Source: an optimization exercise on an open RTL-to-GDS flow (aim: small area and a short achievable clock period). Production flows keep margins and buffers that such runs may drop. In this exercise RTL edits were held to simulation tests only and were not proved equivalent to the original. No driver is modelled on the clock port, so clocking that relies on it looks cheaper here than on a real chip. No activity file was given, so power comes from the tool's default toggle rates.

// kiwi_backend
module kiwi_backend (
	input  logic         clk,
	input  logic         rst_n_i,
	input  logic [75:0]  issue_i,
	output logic [149:0] retire_o
);
clock: 6.0 ns
lec_check: 0
cap_margin: 30
cell_pad_in_sites_detail_placement: 2
core_margin: 2
core_utilization: 25
cts_cluster_diameter: 100
cts_cluster_size: 16
place_density: 0.36
setup_slack_margin: 2.5
slew_margin: 40
synth_hierarchical: 1
tns_end_percent: 30
run.sh (not shown) runs the stock make flow with config.mk's settings and CLKGATE_MAP_FILE= SYNTH_SCRIPT=/design/flow/synth_recipe.tcl, a recipe that flattens the netlist after the stock synthesis.
The baseline produced a clean layout.
Change:
==> flow/flow/run.sh (new file) <==
#!/bin/bash
# The standard layout (standard.sh), with two changes: the hook
# flow/pre_cts.tcl upsizes the port buffers and the registers that drive
# the output ports before clock tree synthesis, so that the timing repairs
# after CTS and global routing are not held up by the output paths; and up
# to 10 rounds of antenna repair after detailed routing (ORFS stops at 5).
# The full make output goes to flow_make.log here; ORFS keeps each step's
# log under orfs/logs.
set -euo pipefail
bash standard.sh PRE_CTS_TCL="$PWD/flow/pre_cts.tcl" MAX_REPAIR_ANTENNAS_ITER_DRT=10 finish > "$PWD/flow_make.log" 2>&1
==> flow/flow/pre_cts.tcl (new file) <==
# Upsize the buffers that buffer_ports put on the ports (it picks a slow delay
# buffer) and the registers that drive the output port buffers. Every port
# keeps its own buffer; the clock port has none and is left alone.
set own_db [ord::get_db]
set own_block [ord::get_db_block]
set own_buf [$own_db findMaster sky130_fd_sc_hd__buf_4]
set own_n 0
foreach bterm [$own_block getBTerms] {
  set net [$bterm getNet]
  if {$net == "NULL" || [$net getSigType] != "SIGNAL"} continue
  foreach it [$net getITerms] {
    set inst [$it getInst]
    set m [[$inst getMaster] getName]
    if {![string match "sky130_fd_sc_hd__clkdlybuf4s*" $m] && ![string match "sky130_fd_sc_hd__buf_*" $m]} continue
    $inst swapMaster $own_buf
    incr own_n
    if {[$bterm getIoType] != "OUTPUT"} continue
    # the register behind an output port buffer
    foreach it2 [$inst getITerms] {
      if {![$it2 isInputSignal]} continue
      set n2 [$it2 getNet]
      if {$n2 == "NULL"} continue
      foreach it3 [$n2 getITerms] {
        if {![$it3 isOutputSignal]} continue
        set d [$it3 getInst]
        set dm [[$d getMaster] getName]
        if {[regexp {^(sky130_fd_sc_hd__df[a-z]+)_[12]$} $dm -> base]} {
          $d swapMaster [$own_db findMaster ${base}_4]
          incr own_n
        }
      }
    }
  }
}
puts "pre_cts: resized $own_n port buffers and output registers"
==> flow/standard.sh (new file) <==
#!/bin/bash
# synth_recipe.tcl (not shown) runs the flow's synth.tcl, then flattens the netlist and writes it again
# the make line also repeats each setting of config.mk as NAME=value (left out here)
make -C /OpenROAD-flow-scripts/flow DESIGN_CONFIG=/design/flow/config.mk WORK_HOME=/design/flow/orfs CLKGATE_MAP_FILE= SYNTH_SCRIPT=/design/flow/synth_recipe.tcl "${@:-finish}"
--- a/flow/config.mk
+++ b/flow/config.mk
@@ -9,8 +9,6 @@
 export CELL_PAD_IN_SITES_DETAIL_PLACEMENT = 2
 export CORE_MARGIN = 2
-export CORE_UTILIZATION = 25
-export CTS_CLUSTER_DIAMETER = 100
-export CTS_CLUSTER_SIZE = 16
-export PLACE_DENSITY = 0.36
+export CORE_UTILIZATION = 22
+export PLACE_DENSITY = 0.32
 export SETUP_SLACK_MARGIN = 2.5
 export SLEW_MARGIN = 40
removed: flow/run.sh
After rerunning:
- flip-flop and latch count stays the same
- clock-buffer cell count increases by 263
- routed wire length is higher by a few percent
- clock skew went down by 0.026 ns
- hold slack loses 0.069 ns
- worst setup slack got worse by 0.071 ns
Change:
==> flow/run.sh (new file) <==
#!/bin/bash
# synth_recipe.tcl (not shown) runs the flow's synth.tcl, then flattens the netlist and writes it again
# the make line also repeats each setting of config.mk as NAME=value (left out here)
make -C /OpenROAD-flow-scripts/flow DESIGN_CONFIG=/design/flow/config.mk WORK_HOME=/design/flow/orfs CLKGATE_MAP_FILE= SYNTH_SCRIPT=/design/flow/synth_recipe.tcl finish
--- a/flow/config.mk
+++ b/flow/config.mk
@@ -9,6 +9,8 @@
 export CELL_PAD_IN_SITES_DETAIL_PLACEMENT = 2
 export CORE_MARGIN = 2
-export CORE_UTILIZATION = 22
-export PLACE_DENSITY = 0.32
+export CORE_UTILIZATION = 25
+export CTS_CLUSTER_DIAMETER = 120
+export CTS_CLUSTER_SIZE = 20
+export PLACE_DENSITY = 0.36
 export SETUP_SLACK_MARGIN = 2.5
 export SLEW_MARGIN = 40
removed: flow/flow/run.sh
removed: flow/flow/pre_cts.tcl
removed: flow/standard.sh
Sequential cell count does not change.
Non-clock buffer count is lower by 54.
Clock skew is about the same.
Setup slack improved by 0.16 ns.
Maximum frequency is higher by 4.3%.
Count of clock-buffer cells in the layout is lower by 312.
Sequential share of layout area is higher by 1.2 points.
Utilization is higher by 2.0 points.
Global-route usage is higher by 2.7 points.
Change:
--- a/flow/config.mk
+++ b/flow/config.mk
@@ -10,6 +10,4 @@
 export CORE_MARGIN = 2
 export CORE_UTILIZATION = 25
-export CTS_CLUSTER_DIAMETER = 120
-export CTS_CLUSTER_SIZE = 20
 export PLACE_DENSITY = 0.36
 export SETUP_SLACK_MARGIN = 2.5
Effect: Area after synthesis stays the same; cell area climbs by a few percent; wire length climbs slightly; count of clock-buffer cells in the layout climbs by 310; clock skew drops by 0.0041 ns; sequential power hardly moves; total power climbs by roughly a tenth; global-route usage is about the same; non-clock buffer count drops by 24.


kiwi_backend, a different RTL version from the one above (not shown whole).
Size in the first run: about 20000 cells after synthesis, roughly 230 I/O pins, about 180000 um^2 of cells after synthesis.
==> flow/design.v (excerpt) <==
module kiwi_backend (
	input  logic         clk,
	input  logic         rst_n_i,
	input  logic [75:0]  issue_i,
	output logic [149:0] retire_o
);
export LEC_CHECK = 0
export CAP_MARGIN = 30
export CELL_PAD_IN_SITES_DETAIL_PLACEMENT = 2
export CORE_MARGIN = 2
export CORE_UTILIZATION = 22
export PLACE_DENSITY = 0.32
export SETUP_SLACK_MARGIN = 2.5
export SLEW_MARGIN = 40
export SYNTH_HIERARCHICAL = 1
export TNS_END_PERCENT = 30
create_clock -name core_clock -period 6.0 [get_ports {clk}]
standard.sh (not shown) runs the stock make flow with config.mk's settings and CLKGATE_MAP_FILE= SYNTH_SCRIPT=/design/flow/synth_recipe.tcl, a recipe that flattens the netlist after the stock synthesis.
==> flow/flow/run.sh <==
#!/bin/bash
# The standard layout (standard.sh) in two calls:
#  1. synthesis to clock tree synthesis, with the hook flow/pre_cts.tcl,
#     which upsizes the port buffers and the registers that drive the output
#     ports before CTS, and a timing repair after CTS that works on every
#     violating endpoint;
#  2. global route to the final layout, with up to 10 rounds of antenna
#     repair after detailed routing (ORFS stops at 5).
# Each call's full make output goes to its own log here; ORFS keeps each
# step's log under orfs/logs.
set -euo pipefail
bash standard.sh PRE_CTS_TCL="$PWD/flow/pre_cts.tcl" SETUP_SLACK_MARGIN=2.8 TNS_END_PERCENT=100 cts > "$PWD/flow_make_cts.log" 2>&1
bash standard.sh PRE_CTS_TCL="$PWD/flow/pre_cts.tcl" MAX_REPAIR_ANTENNAS_ITER_DRT=10 finish > "$PWD/flow_make_finish.log" 2>&1
==> flow/flow/pre_cts.tcl <==
# Upsize the buffers that buffer_ports put on the ports (it picks a slow delay
# buffer) and the registers that drive the output port buffers. Every port
# keeps its own buffer; the clock port has none and is left alone.
set own_db [ord::get_db]
set own_block [ord::get_db_block]
set own_buf [$own_db findMaster sky130_fd_sc_hd__buf_4]
set own_n 0
foreach bterm [$own_block getBTerms] {
  set net [$bterm getNet]
  if {$net == "NULL" || [$net getSigType] != "SIGNAL"} continue
  foreach it [$net getITerms] {
    set inst [$it getInst]
    set m [[$inst getMaster] getName]
    if {![string match "sky130_fd_sc_hd__clkdlybuf4s*" $m] && ![string match "sky130_fd_sc_hd__buf_*" $m]} continue
    $inst swapMaster $own_buf
    incr own_n
    if {[$bterm getIoType] != "OUTPUT"} continue
    # the register behind an output port buffer
    foreach it2 [$inst getITerms] {
      if {![$it2 isInputSignal]} continue
      set n2 [$it2 getNet]
      if {$n2 == "NULL"} continue
      foreach it3 [$n2 getITerms] {
        if {![$it3 isOutputSignal]} continue
        set d [$it3 getInst]
        set dm [[$d getMaster] getName]
        if {[regexp {^(sky130_fd_sc_hd__df[a-z]+)_[12]$} $dm -> base]} {
          $d swapMaster [$own_db findMaster ${base}_4]
          incr own_n
        }
      }
    }
  }
}
puts "pre_cts: resized $own_n port buffers and output registers"
The first run passed the timing, DRC and antenna checks.
==> next run, changes <==
==> flow/run.sh (new file) <==
#!/bin/bash
# synth_recipe.tcl (not shown) runs the flow's synth.tcl, then flattens the netlist and writes it again
# the make line also repeats each setting of config.mk as NAME=value (left out here)
make -C /OpenROAD-flow-scripts/flow DESIGN_CONFIG=/design/flow/config.mk WORK_HOME=/design/flow/orfs CLKGATE_MAP_FILE= SYNTH_SCRIPT=/design/flow/synth_recipe.tcl finish
removed: flow/flow/run.sh
removed: flow/flow/pre_cts.tcl
removed: flow/standard.sh
After rerunning: The new run finished with timing, DRC and antenna clean; utilization is lower by 0.56 points; via count is lower by 3.4%; setup slack is better by 17 ps; synthesized cell count does not change; count of clock-buffer cells in the layout went down by 28; synthesized area stays the same; non-clock buffer count fell by 228; total power goes down by 0.51%; cell area went down by 2.1%; sequential share of layout area increases by 0.41 points.

-- afterwards: timing with drivers on the ports --
Ports are ideal in the flow. The routed layouts listed here were re-timed in OpenROAD.
Step 1: set_driving_cell puts a clkbuf_16 on clk and a buf_2 on each other input, an assumption about the parent block.
Step 2 moves the port delays by t, midway between the first and last clock arrival at a register: inputs arrive t later, outputs are due t later. That takes back most of the time a late clock gives input paths.
Slacks: no drivers / after step 1 / after step 2; pairs: no drivers / after step 1.
run	shift t [ns]	setup WS [ns]	hold WS [ns]	clock arrival spread, ns
the first run of note 1	1.200	2.145 / 2.145 / 1.583	0.244 / 0.133 / 0.326	0.119 / 0.119
the second run of note 1	1.236	2.074 / 2.074 / 1.747	0.175 / 0.049 / 0.319	0.089 / 0.089
the third run of note 1	1.177	2.238 / 2.191 / 1.565	0.269 / 0.151 / 0.325	0.092 / 0.091
the fourth run of note 1	1.233	2.129 / 2.129 / 1.432	0.221 / 0.105 / 0.284	0.104 / 0.104
the first run of note 2	1.303	2.077 / 2.077 / 2.048	0.017 / -0.116 / 0.319	0.127 / 0.127
the second run of note 2	1.300	2.094 / 2.094 / 1.546	0.023 / -0.109 / 0.305	0.118 / 0.118
After both steps setup and hold are still met in every run listed. The setup slack of the fourth run of note 1, which loses most, moves by 0.000 ns with the drivers and by -0.697 ns with both steps.
